Context: an optimization exercise on an open-source flow, tuned for small area, a short achievable clock period and few clock cycles. The choices shown serve that exercise and are no tape-out recipe.
The RTL was checked by simulation tests, not by an equivalence proof against the original design.
Power is estimated from default activity; no workload was simulated.

## job 1772
## matrix_mac
module matrix_mac
(
  input  logic         i_clk,
  input  logic         i_rst_n,
  input  logic         i_clear,
  input  logic         i_start,
  input  logic [14:0]  i_instr,
  input  logic [255:0] i_mat_a,
  input  logic [255:0] i_mat_b,
  output logic         o_busy,
  output logic         o_done,
  output logic [15:0]  o_wenable,
  output logic [255:0] o_result
);
Size: about 8700 cells after synthesis, roughly 920 flip-flops, about 810 I/O pins, ~93000 um2 of cells after synthesis.
clock: 6.2 ns
lec_check: 0
cap_margin: 20
core_margin: 2
core_utilization: 50
gpl_timing_driven: 0
setup_slack_margin: 0.3
slew_margin: 20
synth_hierarchical: 1
standard.sh (not shown) runs the stock make flow with config.mk's settings and CLKGATE_MAP_FILE= SYNTH_SCRIPT=/design/flow/synth_recipe.tcl, a recipe that flattens the netlist after the stock synthesis.
==> flow/flow/run.sh <==
#!/bin/bash
# Layout: the standard flow (standard.sh, its synthesis unchanged), with one
# change: the port buffers that global placement inserts are sky130 buf_2 cells
# instead of the default clkdlybuf4s50_1 delay cells. Every port still gets its
# buffer. make's full output goes to make.log here; ORFS keeps each step's log
# under orfs/logs/.
set -euo pipefail
bash standard.sh "BUFFER_PORTS_ARGS=-buffer_cell sky130_fd_sc_hd__buf_2" finish > make.log 2>&1
Testbench counts of job 1772, summed over its fixed seeds: cycles 1,632.
Modified inputs, job 3694 compared to job 1772
# job 1772
export LEC_CHECK = 0
export CAP_MARGIN = 20
export CORE_MARGIN = 2
export CORE_UTILIZATION = 50
export GPL_TIMING_DRIVEN = 0
export SETUP_SLACK_MARGIN = 0.3
export SLEW_MARGIN = 20
export SYNTH_HIERARCHICAL = 1
create_clock -name core_clock -period 6.2 [get_ports {i_clk}]
# job 3694
export LEC_CHECK = 0
export CAP_MARGIN = 20
export CORE_MARGIN = 2
export CORE_UTILIZATION = 55
export GPL_TIMING_DRIVEN = 0
export SETUP_SLACK_MARGIN = 0.8
export SLEW_MARGIN = 20
export SYNTH_HIERARCHICAL = 1
create_clock -name core_clock -period 6.2 [get_ports {i_clk}]
==> flow/run.sh (new file) <==
#!/bin/bash
# synth_recipe.tcl (not shown) runs the flow's synth.tcl, then flattens the netlist and writes it again
# the make line also repeats each setting of config.mk as NAME=value (left out here)
make -C /OpenROAD-flow-scripts/flow DESIGN_CONFIG=/design/flow/config.mk WORK_HOME=/design/flow/orfs CLKGATE_MAP_FILE= SYNTH_SCRIPT=/design/flow/synth_recipe.tcl finish
removed: flow/flow/run.sh
removed: flow/standard.sh
Via count went up by a few percent going from job 1772 to job 3694.
Job 3694 vs. job 1772: logic depth of the worst path, buffers included went up by 1.
The portion of total power attributed to sequential cells in job 3694 sits 0.8 points below the value recorded for job 1772.
Summary: with job 1772 as the reference, number of rows created at floorplan in job 3694 moved down by a few percent.

matrix_mac again, from the RTL that the note above started with.
export LEC_CHECK = 0
export CAP_MARGIN = 20
export CORE_MARGIN = 2
export CORE_UTILIZATION = 55
export GPL_TIMING_DRIVEN = 0
export SETUP_SLACK_MARGIN = 0.3
export SLEW_MARGIN = 20
export SYNTH_HIERARCHICAL = 1
create_clock -name core_clock -period 6.2 [get_ports {i_clk}]
==> flow/flow/run.sh <==
#!/bin/bash
# Layout: the standard flow (standard.sh, its synthesis unchanged), with one
# change: the port buffers that global placement inserts are sky130 buf_2 cells
# instead of the default clkdlybuf4s50_1 delay cells. Every port still gets its
# buffer. make's full output goes to make.log here; ORFS keeps each step's log
# under orfs/logs/.
set -euo pipefail
bash standard.sh "BUFFER_PORTS_ARGS=-buffer_cell sky130_fd_sc_hd__buf_2" finish > make.log 2>&1
The starting point ran to the end with violations: antenna violations.
Testbench counts at the start, summed over its fixed seeds: cycles 1,632.
Next try:
- CORE_UTILIZATION: 55 -> 65
What happened: The changed run finished with timing, DRC and antenna clean; via count is higher by a few percent; routed wire length is lower by a few percent; critical path depth is lower by 2; core utilization is higher by 12 points; global-route usage is higher by 5.4 points; power is about the same; register-to-register slack got worse by 0.09 ns; first-iteration DRC count is higher by about a fifth; combinational power is about the same.

afterwards: timing with drivers on the ports:
In the flow no input, the clock included, has a driving cell. The finished layouts below were timed again as built, in two steps. Step 1: set_driving_cell puts a clkbuf_16 on i_clk and a buf_2 on each other input, an assumption about the parent block. Step 2 adds t to the input delays and takes it off the output delays; t is the mean of the earliest and latest rising clock arrival at the registers after step 1. Input paths then give back, and output paths get back, about the clock's delay inside the block. Slacks: ideal / step 1 / step 2; pairs: ideal / step 1.
run | t (ns) | slack for setup (ns) | clock arrival spread, ns | cell pins on the clock port's net
job 1772 | 0.893 | 0.314 / 0.316 / -0.536 | 0.059 / 0.059 | 1
job 3694 | 0.890 | 0.749 / 0.733 / -0.152 | 0.038 / 0.038 | 1
the first run of note 2 | 0.867 | 0.297 / 0.280 / -0.587 | 0.049 / 0.049 | 1
the second run of note 2 | 0.850 | 0.284 / 0.273 / -0.577 | 0.030 / 0.030 | 1
The setup slack of job 3694, which loses most, moves by -0.016 ns with the drivers and by -0.901 ns with both steps.
